Source: an optimization exercise on an open RTL-to-GDS flow (aim: small area). Production flows keep margins and buffers that such runs may drop.
The RTL was checked by simulation tests, not by an equivalence proof against the original design.
Power is estimated from default activity; no workload was simulated.

### config.mk
export PLATFORM = sky130hd
export DESIGN_NAME = flanger_top
export DESIGN_NICKNAME = flanger_top
export VERILOG_FILES = /design/flow/design.v
export SDC_FILE = /design/flow/constraint.sdc
export NUM_CORES = 4
export LEC_CHECK = 0
export CAP_MARGIN = 20
export CORE_MARGIN = 2
export CORE_UTILIZATION = 40
export PLACE_DENSITY = 0.6
export SLEW_MARGIN = 20
### design.v
package flanger_pkg;
  typedef struct packed {
    logic signed [15:0] left;
    logic signed [15:0] right;
  } sample_t;
  typedef enum logic [2:0] {
    CLEAR,
    IDLE,
    READ,
    MIX,
    OUT_REQ,
    OUT_DONE,
    IN_ACK
  } ctrl_state_t;
endpackage
`timescale 1ns/1ps
module flanger_ctrl (
  input  logic clk,
  input  logic n_rst,
  input  logic in_req,
  input  logic out_ack,
  input  logic wrapped,
  output logic in_ack,
  output logic out_req,
  output logic wr_en,
  output logic clear_step,
  output logic advance,
  output logic mix_load,
  output logic clearing
);
  flanger_pkg::ctrl_state_t state;
  flanger_pkg::ctrl_state_t next_state;
  always_ff @(posedge clk, negedge n_rst) begin
    if (!n_rst) begin
      state <= flanger_pkg::CLEAR;
    end else begin
      state <= next_state;
    end
  end
  always_comb begin
    next_state = state;
    case (state)
      flanger_pkg::CLEAR: begin
        if (wrapped) begin
          next_state = flanger_pkg::IDLE;
        end
      end
      flanger_pkg::IDLE: begin
        if (in_req) begin
          next_state = flanger_pkg::READ;
        end
      end
      flanger_pkg::READ: begin
        next_state = flanger_pkg::MIX;
      end
      flanger_pkg::MIX: begin
        next_state = flanger_pkg::OUT_REQ;
      end
      flanger_pkg::OUT_REQ: begin
        if (out_ack) begin
          next_state = flanger_pkg::OUT_DONE;
        end
      end
      flanger_pkg::OUT_DONE: begin
        if (!out_ack) begin
          next_state = flanger_pkg::IN_ACK;
        end
      end
      flanger_pkg::IN_ACK: begin
        if (!in_req) begin
          next_state = flanger_pkg::IDLE;
        end
      end
      default: begin
        next_state = flanger_pkg::CLEAR;
      end
    endcase
  end
  assign clearing   = (state == flanger_pkg::CLEAR);
  assign clear_step = clearing;
  assign wr_en      = clearing || (state == flanger_pkg::READ);
  assign advance    = (state == flanger_pkg::MIX);
  assign mix_load   = (state == flanger_pkg::MIX);
  assign out_req    = (state == flanger_pkg::OUT_REQ);
  assign in_ack     = (state == flanger_pkg::IN_ACK);
endmodule
`timescale 1ns/1ps
module sweep_addr_gen (
  input  logic               clk,
  input  logic               n_rst,
  input  logic               clear_step,
  input  logic               advance,
  output logic               wrapped,
  output logic [6-1:0] wr_addr,
  output logic [6-1:0] rd_addr
);
  localparam int STEP_W = $clog2(8);
  logic [6-1:0] wr_ptr;
  logic [6-1:0] delay;
  logic [STEP_W-1:0]  step_cnt;
  logic               dir_up;
  assign wrapped = (wr_ptr == 6'(64 - 1));
  assign wr_addr = wr_ptr;
  assign rd_addr = wr_ptr - delay;
  always_ff @(posedge clk, negedge n_rst) begin
    if (!n_rst) begin
      wr_ptr <= '0;
    end else if (clear_step || advance) begin
      if (wrapped) begin
        wr_ptr <= '0;
      end else begin
        wr_ptr <= wr_ptr + 1'b1;
      end
    end
  end
  always_ff @(posedge clk, negedge n_rst) begin
    if (!n_rst) begin
      step_cnt <= '0;
      delay    <= 6'(4);
      dir_up   <= 1'b1;
    end else if (advance) begin
      if (step_cnt == STEP_W'(8 - 1)) begin
        step_cnt <= '0;
        if (dir_up) begin
          delay <= delay + 1'b1;
          if (delay + 1'b1 == 6'(40)) begin
            dir_up <= 1'b0;
          end
        end else begin
          delay <= delay - 1'b1;
          if (delay - 1'b1 == 6'(4)) begin
            dir_up <= 1'b1;
          end
        end
      end else begin
        step_cnt <= step_cnt + 1'b1;
      end
    end
  end
endmodule
`timescale 1ns/1ps
module delay_line_ram (
  input  logic                 clk,
  input  logic                 n_rst,
  input  logic                 wr_en,
  input  logic [6-1:0]   wr_addr,
  input  logic [6-1:0]   rd_addr,
  input  flanger_pkg::sample_t wr_data,
  output flanger_pkg::sample_t rd_data
);
  logic [31:0] mem [0:64-1];
  always_ff @(posedge clk) begin
    if (wr_en) begin
      mem[wr_addr] <= wr_data;
    end
  end
  always_ff @(posedge clk, negedge n_rst) begin
    if (!n_rst) begin
      rd_data <= '0;
    end else begin
      rd_data <= mem[rd_addr];
    end
  end
endmodule
`timescale 1ns/1ps
module flanger_mixer (
  input  logic                 clk,
  input  logic                 n_rst,
  input  logic                 mix_load,
  input  logic                 flanger_en,
  input  flanger_pkg::sample_t dry,
  input  flanger_pkg::sample_t wet,
  output flanger_pkg::sample_t mix_out
);
  function automatic logic signed [15:0] avg(
    input logic signed [15:0] a,
    input logic signed [15:0] b
  );
    logic signed [16:0] sum;
    sum = {a[15], a} + {b[15], b};
    avg = sum[16:1];
  endfunction
  always_ff @(posedge clk, negedge n_rst) begin
    if (!n_rst) begin
      mix_out <= '0;
    end else if (mix_load) begin
      if (flanger_en) begin
        mix_out.left  <= avg(dry.left, wet.left);
        mix_out.right <= avg(dry.right, wet.right);
      end else begin
        mix_out <= dry;
      end
    end
  end
endmodule
`timescale 1ns/1ps
module flanger_top (
  input  logic                 clk,
  input  logic                 n_rst,
  input  logic                 flanger_en,
  input  logic                 in_req,
  input  logic                 out_ack,
  input  flanger_pkg::sample_t in_data,
  output logic                 in_ack,
  output logic                 out_req,
  output flanger_pkg::sample_t out_data
);
  logic                 wr_en;
  logic                 clear_step;
  logic                 advance;
  logic                 mix_load;
  logic                 clearing;
  logic                 wrapped;
  logic [6-1:0]   wr_addr;
  logic [6-1:0]   rd_addr;
  flanger_pkg::sample_t wr_data;
  flanger_pkg::sample_t rd_data;
  assign wr_data = clearing ? '0 : in_data;
  flanger_ctrl u_ctrl (
    .clk        (clk),
    .n_rst      (n_rst),
    .in_req     (in_req),
    .out_ack    (out_ack),
    .wrapped    (wrapped),
    .in_ack     (in_ack),
    .out_req    (out_req),
    .wr_en      (wr_en),
    .clear_step (clear_step),
    .advance    (advance),
    .mix_load   (mix_load),
    .clearing   (clearing)
  );
  sweep_addr_gen u_addr (
    .clk        (clk),
    .n_rst      (n_rst),
    .clear_step (clear_step),
    .advance    (advance),
    .wrapped    (wrapped),
    .wr_addr    (wr_addr),
    .rd_addr    (rd_addr)
  );
  delay_line_ram u_ram (
    .clk     (clk),
    .n_rst   (n_rst),
    .wr_en   (wr_en),
    .wr_addr (wr_addr),
    .rd_addr (rd_addr),
    .wr_data (wr_data),
    .rd_data (rd_data)
  );
  flanger_mixer u_mixer (
    .clk        (clk),
    .n_rst      (n_rst),
    .mix_load   (mix_load),
    .flanger_en (flanger_en),
    .dry        (in_data),
    .wet        (rd_data),
    .mix_out    (out_data)
  );
endmodule
### run.sh
#!/bin/bash
# synth_recipe.tcl (not shown) runs the flow's synth.tcl, then flattens the netlist and writes it again
# the make line also repeats each setting of config.mk as NAME=value (left out here)
make -C /OpenROAD-flow-scripts/flow DESIGN_CONFIG=/design/flow/config.mk WORK_HOME=/design/flow/orfs CLKGATE_MAP_FILE= SYNTH_SCRIPT=/design/flow/synth_recipe.tcl finish
### constraint.sdc
create_clock -name core_clock -period 6.0 [get_ports {clk}]
set_input_delay 1.2000 -clock core_clock [delete_from_list [all_inputs] [get_ports {clk}]]
set_output_delay 1.2000 -clock core_clock [all_outputs]
set_load 0.01 [all_outputs]
==> results by group <==
Die
  • # rows: 167
  • Io pins: 71
  • Die Ht: 461 um
  • Initial Util: 40.3%
  • Chip width: 461 um
  • Core area: 207000 um^2
  • Die Footprint: roughly 210000 um^2

GRT
  • First-pass GRT wire length: 333 mm
  • Global route total overflow: 0
  • Vias in the first global route: 43100
  • Initial antenna violation count: 22
  • GRT Resource Usage Total: 22.2%
  • Largest net degree at the start of global routing: 124

Critical path
  • Crit start category: register
  • RR Startpoint: u_addr.wr_ptr[0]$_DFFE_PN0P_
  • CP max FO: 36
  • Crit Path Category: reg2reg
  • Worst r2r path cells: 12
  • CP endpoint kind: register
  • RR Endpoint: u_ram.rd_data[31]$_DFF_PN0_
  • WP data arrival: 5500 ps
  • Register-to-register setup slack: 1200 ps
  • Crit path required time: about 6700 ps

Logic synthesis
  • Seq/Total Area, Yosys: 76.1%
  • Post-synthesis simple-gate area fraction: 5.68%
  • Yosys reg bits: roughly 2100
  • Top cells by count, synth: 2048 x edfxtp_1, 517 x nand2_1, 512 x mux4_2
  • EDFF count, synth: around 2000
  • Synth area leader: edfxtp_1
  • Adder-cell share of the synthesized area: 0.701%
  • Post-synth cell types: 66
  • Most frequent cell after synthesis: edfxtp_1
  • Area share of the largest cell type after synthesis: 73.6%
  • Asr flop ratio synth: 3.89%
  • Post-synth top flop: edfxtp_1
  • Synthesized area per cell: 19.4 um^2
  • Mux contribution to synthesized area: between 10% and 20%
  • Ys Warns: 4
  • Syn Std Cell Area: between 80000 and 90000 um^2
  • Gate count after technology mapping: 4316
  • Post-Syn Nets: 4398
  • Compound-Gate Fraction of Synth Area: 1.64%
  • Main combinational cell family by area after synthesis: multiplexers
  • Ranking of synthesized cells by area: edfxtp_1 74%, mux4_2 14%, dfrtp_1 2.4%
  • Synth Area in XOR/XNOR: 0.448%

Power and ir drop
  • Static leakage: slightly above 30 nW
  • Worst vdd ir: 610 uV
  • Pwr Density: 583 nW/um^2

STA
  • Final Cycle Share: 80.0%
  • RSZ-0062 raised after global routing: false
  • Worst clock skew: 31.7 ps
  • Worst-Margin Slew: 1160 ps
  • Setup tns final: 0 ps
  • Max Slew Vio Count: 0
  • Min Tclk post-route: 4800 ps
  • Hold Fails Final Rpt: 0
  • Hold WS: 474 ps
  • Fmax: 208 MHz
  • Final setup margin: roughly 1200 ps
  • Slew HR: 22.8%
  • Endpoints failing setup: 0

Status
  • Status: complete, no violations

CTS
  • Sink Count: around 2100
  • TritonCTS clock tree: done
  • CTS Hold Buffers Added: 0
  • CTS Buf Count: about 210
  • Root cell of the clock tree: clkbuf_16
  • Worst-path clk slew: approximately 70 ps
  • Resize count post-CTS: 0
  • Clock latency (worst-skew pair): 840 ps
  • Clock Path Buffers: 3
  • Post-CTS setup buffers: 0
  • H-tree depth reported by CTS: 4

Drt
  • Avg WL per Cell: approximately 32 um
  • # DRC: 0
  • Via count of the routed design: 44000
  • WL final: 237 mm
  • Starting DRT DRC Count: 6224
  • DRT Pass-1 Iters: 6
  • Vias/cell: 5.86
  • Final ANT Viol Nets: 0

Min path
  • Min-Delay Path Class: reg2reg
  • Hold Path Cell Cnt: 2
  • Min-Delay Endpoint: u_mixer.mix_out[17]$_DFFE_PN0P_
  • Hold Path Origin: u_mixer.mix_out[17]$_DFFE_PN0P_

Placement
  • Hpwl dp: 142 mm
  • PortBufs: 70
  • Pre-CTS WS: 1190 ps
  • Dpl cells: 7105
  • Routability cong.: 0.884

Finish
  • Post-Layout Cell Count: 7505
  • Seq. cell area: between 60000 and 70000 um^2
  • Layout cells sized above 1: 23.5%
  • Layout net count: 4615
  • Layout fillers: 17400
  • Layout Utilization: 46.3%
  • Multi-input gate area: between 15000 and 20000 um^2
  • Area growth from synthesis to layout: 14.8%

Flow run
  • Maxcap violations: 0
## cell type report
class / count / area share (%)
tap: 2788 / 3.64
timing repair buffer: 236 / 2.31
clock inverter: 115 / 1.15
multi-input combinational: 1936 / 20.5
sequential: 2131 / 66.3
clock buffer: 275 / 5.99
antenna: 7 / 0.0183
inverter: 17 / 0.0666
## state kept, by name, indices dropped and copies added, names as in the netlist
signal / flops
u_addr.delay: 6
u_addr.dir_up: 1
u_addr.step_cnt: 3
u_addr.wr_ptr: 6
u_ctrl.state: 3
u_mixer.mix_out: 32
u_ram.mem: 2048
u_ram.rd_data: 32
## layout by cell type (no fill, tap or decap), types with 3 or more instances in the layout
| cell | synthesis | routed |
|---|---|---|
| inv_1 | 15 | 15 |
| clkdlybuf4s50_1 | 0 | 69 |
| diode_2 | 0 | 7 |
| o22ai_1 | 30 | 30 |
| mux4_2 | 512 | 512 |
| edfxtp_1 | 2048 | 2048 |
| buf_4 | 6 | 146 |
| or3_1 | 7 | 7 |
| dfrtp_1 | 81 | 81 |
| nor2_1 | 184 | 119 |
| clkinv_1 | 0 | 42 |
| o21ai_0 | 47 | 47 |
| nor2b_4 | 0 | 32 |
| xnor2_1 | 26 | 25 |
| nor3_1 | 7 | 6 |
| buf_12 | 0 | 20 |
| a21o_1 | 23 | 23 |
| nand3_1 | 242 | 241 |
| o21ai_1 | 26 | 26 |
| mux2i_1 | 25 | 25 |
| nand4_1 | 37 | 37 |
| clkinv_8 | 0 | 3 |
| clkbuf_16 | 0 | 217 |
| nand2b_1 | 7 | 7 |
| ha_1 | 42 | 41 |
| a21oi_1 | 47 | 47 |
| inv_6 | 0 | 4 |
| and2_1 | 7 | 4 |
| o21bai_1 | 3 | 3 |
| xor2_1 | 13 | 12 |
| clkbuf_1 | 108 | 48 |
| a31oi_1 | 24 | 24 |
| clkinvlp_4 | 0 | 3 |
| and3_1 | 32 | 32 |
| bufinv_16 | 0 | 19 |
| clkbuf_8 | 0 | 10 |
| nor2_4 | 0 | 65 |
| nand2_1 | 517 | 516 |
| clkinv_2 | 0 | 40 |
## report_power, final
| part | switching (mW) | internal (mW) |
|---|---|---|
| Clock | 5.56 | 7.54 |
| Sequential | 0.560 | 18.5 |
| Combinational | 16.1 | 7.73 |
| Total | 22.2 | 33.7 |
## metal layers
layer | vias up | track usage, % | wire [um]
li1 | 17800 | - | -
met1 | 23600 | 32.5 | 98800
met2 | 2244 | 33.3 | 107000
met3 | 333 | 5.19 | 24700
met4 | 12 | 6.39 | 6120
met5 | - | 0 | 89
## worst max-delay path by stage
stage	from	endpoint	slack (ps)	cells after the start
after floorplan	u_addr.wr_ptr[0]$_DFFE_PN0P_	u_ram.mem[19][0]$_DFFE_PP_	2680	5
after global placement	u_addr.wr_ptr[0]$_DFFE_PN0P_	u_ram.rd_data[5]$_DFF_PN0_	1190	11
after detailed placement	u_addr.wr_ptr[0]$_DFFE_PN0P_	u_ram.rd_data[23]$_DFF_PN0_	1190	12
after CTS	u_addr.wr_ptr[0]$_DFFE_PN0P_	u_ram.rd_data[5]$_DFF_PN0_	1150	11
after global routing	u_addr.wr_ptr[0]$_DFFE_PN0P_	u_ram.rd_data[2]$_DFF_PN0_	1100	12
final	u_addr.wr_ptr[0]$_DFFE_PN0P_	u_ram.rd_data[31]$_DFF_PN0_	1200	12
## kinds of logic after synthesis
family	Yosys count
AOI/OAI and AO/OA	227
xor gates and xnor gates	41
and+or+nand+nor	1086
adders and majority gates	45
muxes	537
buffers and inverters	249
DFF	2131
## worst max-delay path, stage by stage, from the launching register on
cell     delay, ps
dfrtp_1        520
inv_1          200
ha_4           210
fa_4           490
inv_2           70
a21o_1         120
a21oi_2         70
xnor2_2        850
and2_2         810
buf_4          660
nand3_1        180
nand4_1        290
o22ai_1        130
## through the flow
stage / power, mW / cell area (um^2)
after CTS: 56.1 / 95800
after global routing: 57.8 / 95900
after detailed placement: 43.1 / 89000
after global placement: 42.9 / 88900
final: 55.9 / 95900
after floorplan: 32.7 / 83500

[re-timing with driven ports]
No port has a modelled driver above. Below, the same layout with a new extraction and two added sets of constraints. Step 1, drivers: a clkbuf_16 drives clk and a buf_2 each remaining input, both assumed. Step 2 also shifts input and output timing later by t, the mid clock arrival at the registers, as if the neighbouring blocks saw the same clock. Slacks: ideal ports / drivers / drivers and shift; pairs: ideal ports / drivers.
t, ns: 0.913
slack for setup (ns): 1.203 / 1.203 / 1.203
worst setup path after step 2: register to register
After both steps this run still meets setup and hold. The setup slack of this run moves by 0.000 ns with the drivers and by 0.000 ns with both steps.
